This is an optimization exercise on Yosys and OpenROAD, whose aim is small area, not a production implementation.
In this exercise RTL edits were held to simulation tests only and were not proved equivalent to the original.
Power is estimated from default activity; no workload was simulated.

job 3455:
// etapa_id_segmentada
module etapa_id_segmentada #(
    parameter int ANCHO_DATO      = 32,
    parameter int NUM_REGS        = 32,
    parameter bit HABILITA_BYPASS = 1'b1
) (
    input  logic                  clk,
    input  logic                  rst,
    input  logic [31:0]           instruccion_if,
    input  logic [31:0]           pc_plus4_if,
    input  logic                  valido_if,
    input  logic                  wb_escribir,
    input  logic [4:0]            wb_rd,
    input  logic [ANCHO_DATO-1:0] wb_dato,
    input  logic                  ex_mem_leer_in,
    input  logic [4:0]            ex_rt_in,
    input  logic                  flush,
    output logic                  stall_if,
    output logic                  salto_id,
    output logic [31:0]           dir_salto,
    output logic                  ex_valido,
    output logic                  ex_reg_escribir,
    output logic                  ex_mem_leer,
    output logic                  ex_mem_escribir,
    output logic                  ex_mem_a_reg,
    output logic                  ex_alu_fuente,
    output logic                  ex_branch,
    output logic [1:0]            ex_alu_op,
    output logic [ANCHO_DATO-1:0] ex_dr1,
    output logic [ANCHO_DATO-1:0] ex_dr2,
    output logic [ANCHO_DATO-1:0] ex_ext,
    output logic [4:0]            ex_rs,
    output logic [4:0]            ex_rt,
    output logic [4:0]            ex_rd_dest,
    output logic [5:0]            ex_funct,
    output logic [31:0]           ex_pc_plus4,
    output logic                  ex_ilegal
);
==> flow/config.mk <==
export PLATFORM = sky130hd
export DESIGN_NAME = etapa_id_segmentada
export DESIGN_NICKNAME = etapa_id_segmentada
export VERILOG_FILES = /design/flow/design.v
export SDC_FILE = /design/flow/constraint.sdc
export NUM_CORES = 4
export LEC_CHECK = 0
export CAP_MARGIN = 20
export CORE_MARGIN = 2
export CORE_UTILIZATION = 45
export PLACE_DENSITY = 0.6
export SLEW_MARGIN = 20
export SYNTH_HIERARCHICAL = 1
export BUFFER_PORTS_ARGS = -buffer_cell sky130_fd_sc_hd__buf_1
export CTS_ARGS = -sink_clustering_enable -repair_clock_nets -dont_use_dummy_load -sink_clustering_size 20 -sink_clustering_max_diameter 60
==> flow/constraint.sdc <==
create_clock -name core_clock -period 6.0 [get_ports {clk}]
set_input_delay 1.2000 -clock core_clock [delete_from_list [all_inputs] [get_ports {clk}]]
set_output_delay 1.2000 -clock core_clock [all_outputs]
set_load 0.01 [all_outputs]
standard.sh (not shown) runs the stock make flow with config.mk's settings and CLKGATE_MAP_FILE= SYNTH_SCRIPT=/design/flow/synth_recipe.tcl, a recipe that flattens the netlist after the stock synthesis.
==> flow/flow/run.sh <==
#!/bin/bash
set -e
cp standard.sh standard_sh.copy.txt
cat >> "$FLOW_CONFIG" <<'EOC'
export BUFFER_PORTS_ARGS = -buffer_cell sky130_fd_sc_hd__buf_1
export CTS_ARGS = -sink_clustering_enable -repair_clock_nets -dont_use_dummy_load -sink_clustering_size 20 -sink_clustering_max_diameter 60
EOC
bash standard.sh > standard.log 2>&1
Input changes introduced in job 6069 (baseline for comparison: job 3455):
==> flow/flow/run.sh <==
#!/bin/bash
set -e
cp standard.sh standard_sh.copy.txt
cat >> "$FLOW_CONFIG" <<'EOC'
export BUFFER_PORTS_ARGS = -buffer_cell sky130_fd_sc_hd__buf_1
export CTS_ARGS = -sink_clustering_enable -repair_clock_nets -dont_use_dummy_load -sink_clustering_size 26 -sink_clustering_max_diameter 90
EOC
bash standard.sh > standard.log 2>&1
-- flow/config.mk --
<<< job 3455, line 14
export BUFFER_PORTS_ARGS = -buffer_cell sky130_fd_sc_hd__buf_1
export CTS_ARGS = -sink_clustering_enable -repair_clock_nets -dont_use_dummy_load -sink_clustering_size 20 -sink_clustering_max_diameter 60
>>> job 6069, line 14
export BUFFER_PORTS_ARGS = -buffer_cell sky130_fd_sc_hd__buf_1
export CTS_ARGS = -sink_clustering_enable -repair_clock_nets -dont_use_dummy_load -sink_clustering_size 26 -sink_clustering_max_diameter 90
--- outcome ---
Compared with job 3455, job 6069 shows cell area that has gone down by a few percent.
Job 6069 vs job 3455 on power density over cell area: job 6069 is the lower one.
The core of job 6069 is less densely filled than that of job 3455.
Changes observed in job 6069 relative to job 3455: worst-margin pin slew fell by 0.046 ns; number of synthesized register bits stayed essentially flat.
As of job 6069, final-stage net count had fallen slightly compared to job 3455.
Total power draw, job 6069 and job 3455: larger value in job 3455
The following lists how job 7902 was set up differently from job 6069:
==> flow/flow/run.sh <==
#!/bin/bash
set -e
cp standard.sh standard_sh.copy.txt
cat >> "$FLOW_CONFIG" <<'EOC'
export BUFFER_PORTS_ARGS = -buffer_cell sky130_fd_sc_hd__buf_1
export CTS_ARGS = -sink_clustering_enable -repair_clock_nets -dont_use_dummy_load -sink_clustering_size 24 -sink_clustering_max_diameter 80
EOC
bash standard.sh > standard.log 2>&1
==> flow/config.mk <==
export PLATFORM = sky130hd
export DESIGN_NAME = etapa_id_segmentada
export DESIGN_NICKNAME = etapa_id_segmentada
export VERILOG_FILES = /design/flow/design.v
export SDC_FILE = /design/flow/constraint.sdc
export NUM_CORES = 4
export LEC_CHECK = 0
export CAP_MARGIN = 20
export CORE_MARGIN = 2
export CORE_UTILIZATION = 50
export PLACE_DENSITY = 0.65
export SLEW_MARGIN = 20
export SYNTH_HIERARCHICAL = 1
export BUFFER_PORTS_ARGS = -buffer_cell sky130_fd_sc_hd__buf_1
export CTS_ARGS = -sink_clustering_enable -repair_clock_nets -dont_use_dummy_load -sink_clustering_size 24 -sink_clustering_max_diameter 80
==> comparison <==
Going from job 6069 to job 7902, worst path required time was more or less identical, area growth from synthesis to layout now sits at about the same level, cell area level.
[inputs] job 4198 vs job 7902
-- flow/config.mk --
<<< job 7902, line 9
export CORE_MARGIN = 2
export CORE_UTILIZATION = 50
export PLACE_DENSITY = 0.65
export SLEW_MARGIN = 20
>>> job 4198, line 9
export CORE_MARGIN = 2
export CORE_UTILIZATION = 45
export PLACE_DENSITY = 0.6
export SLEW_MARGIN = 20
==> results.txt <==
Across job 4198 and job 7902, none had a timing, DRC or antenna violation. Sort job 4198 and job 7902 by wire length, ascending, and job 7902 comes first. Switching part of the total power across job 4198 and job 7902: no real change. Job 4198 vs job 7902 on standard cell core area: job 4198 is the higher one. Job 7902 has lower full die area than job 4198. Final area deteriorates in job 4198 relative to job 7902. Per the comparison of job 4198 with job 7902, area growth from synthesis to layout has increased, count of filler cells inserted in the layout has increased, fraction of area in clock buffers and inverters has remained practically unchanged. Per the comparison of job 4198 with job 7902, all-layer global routing usage went down 3.7 points, arrival time of data at the critical path endpoint grew by 0.07 ns. Summary of the comparison: buffering stage count on the worst path with inverters included is higher in job 4198, relative to job 7902.

[afterwards: timing with drivers on the ports]
The results above use ideal ports. As a check the final layouts listed here were re-extracted and re-timed, cells and wires unchanged. Step 1, drivers: a clkbuf_16 drives clk and a buf_2 each remaining input, both assumed. Step 2, shift: input delay + t, output delay - t, t = (earliest + latest rising clock arrival at the registers) / 2. This alone moves slack from input paths to output paths. Three values: ideal, step 1, step 2; two values: the first two.
| run | t, ns | setup WS [ns] | pins driven straight from the clock port |
|---|---|---|---|
| job 3455 | 0.725 | 0.785 / 0.718 / 1.443 | 1 |
| job 6069 | 0.698 | 0.821 / 0.753 / 1.451 | 1 |
| job 7902 | 0.721 | 0.837 / 0.763 / 1.484 | 1 |
| job 4198 | 0.736 | 0.773 / 0.702 / 1.437 | 1 |
After both steps every run listed still meets setup and hold.
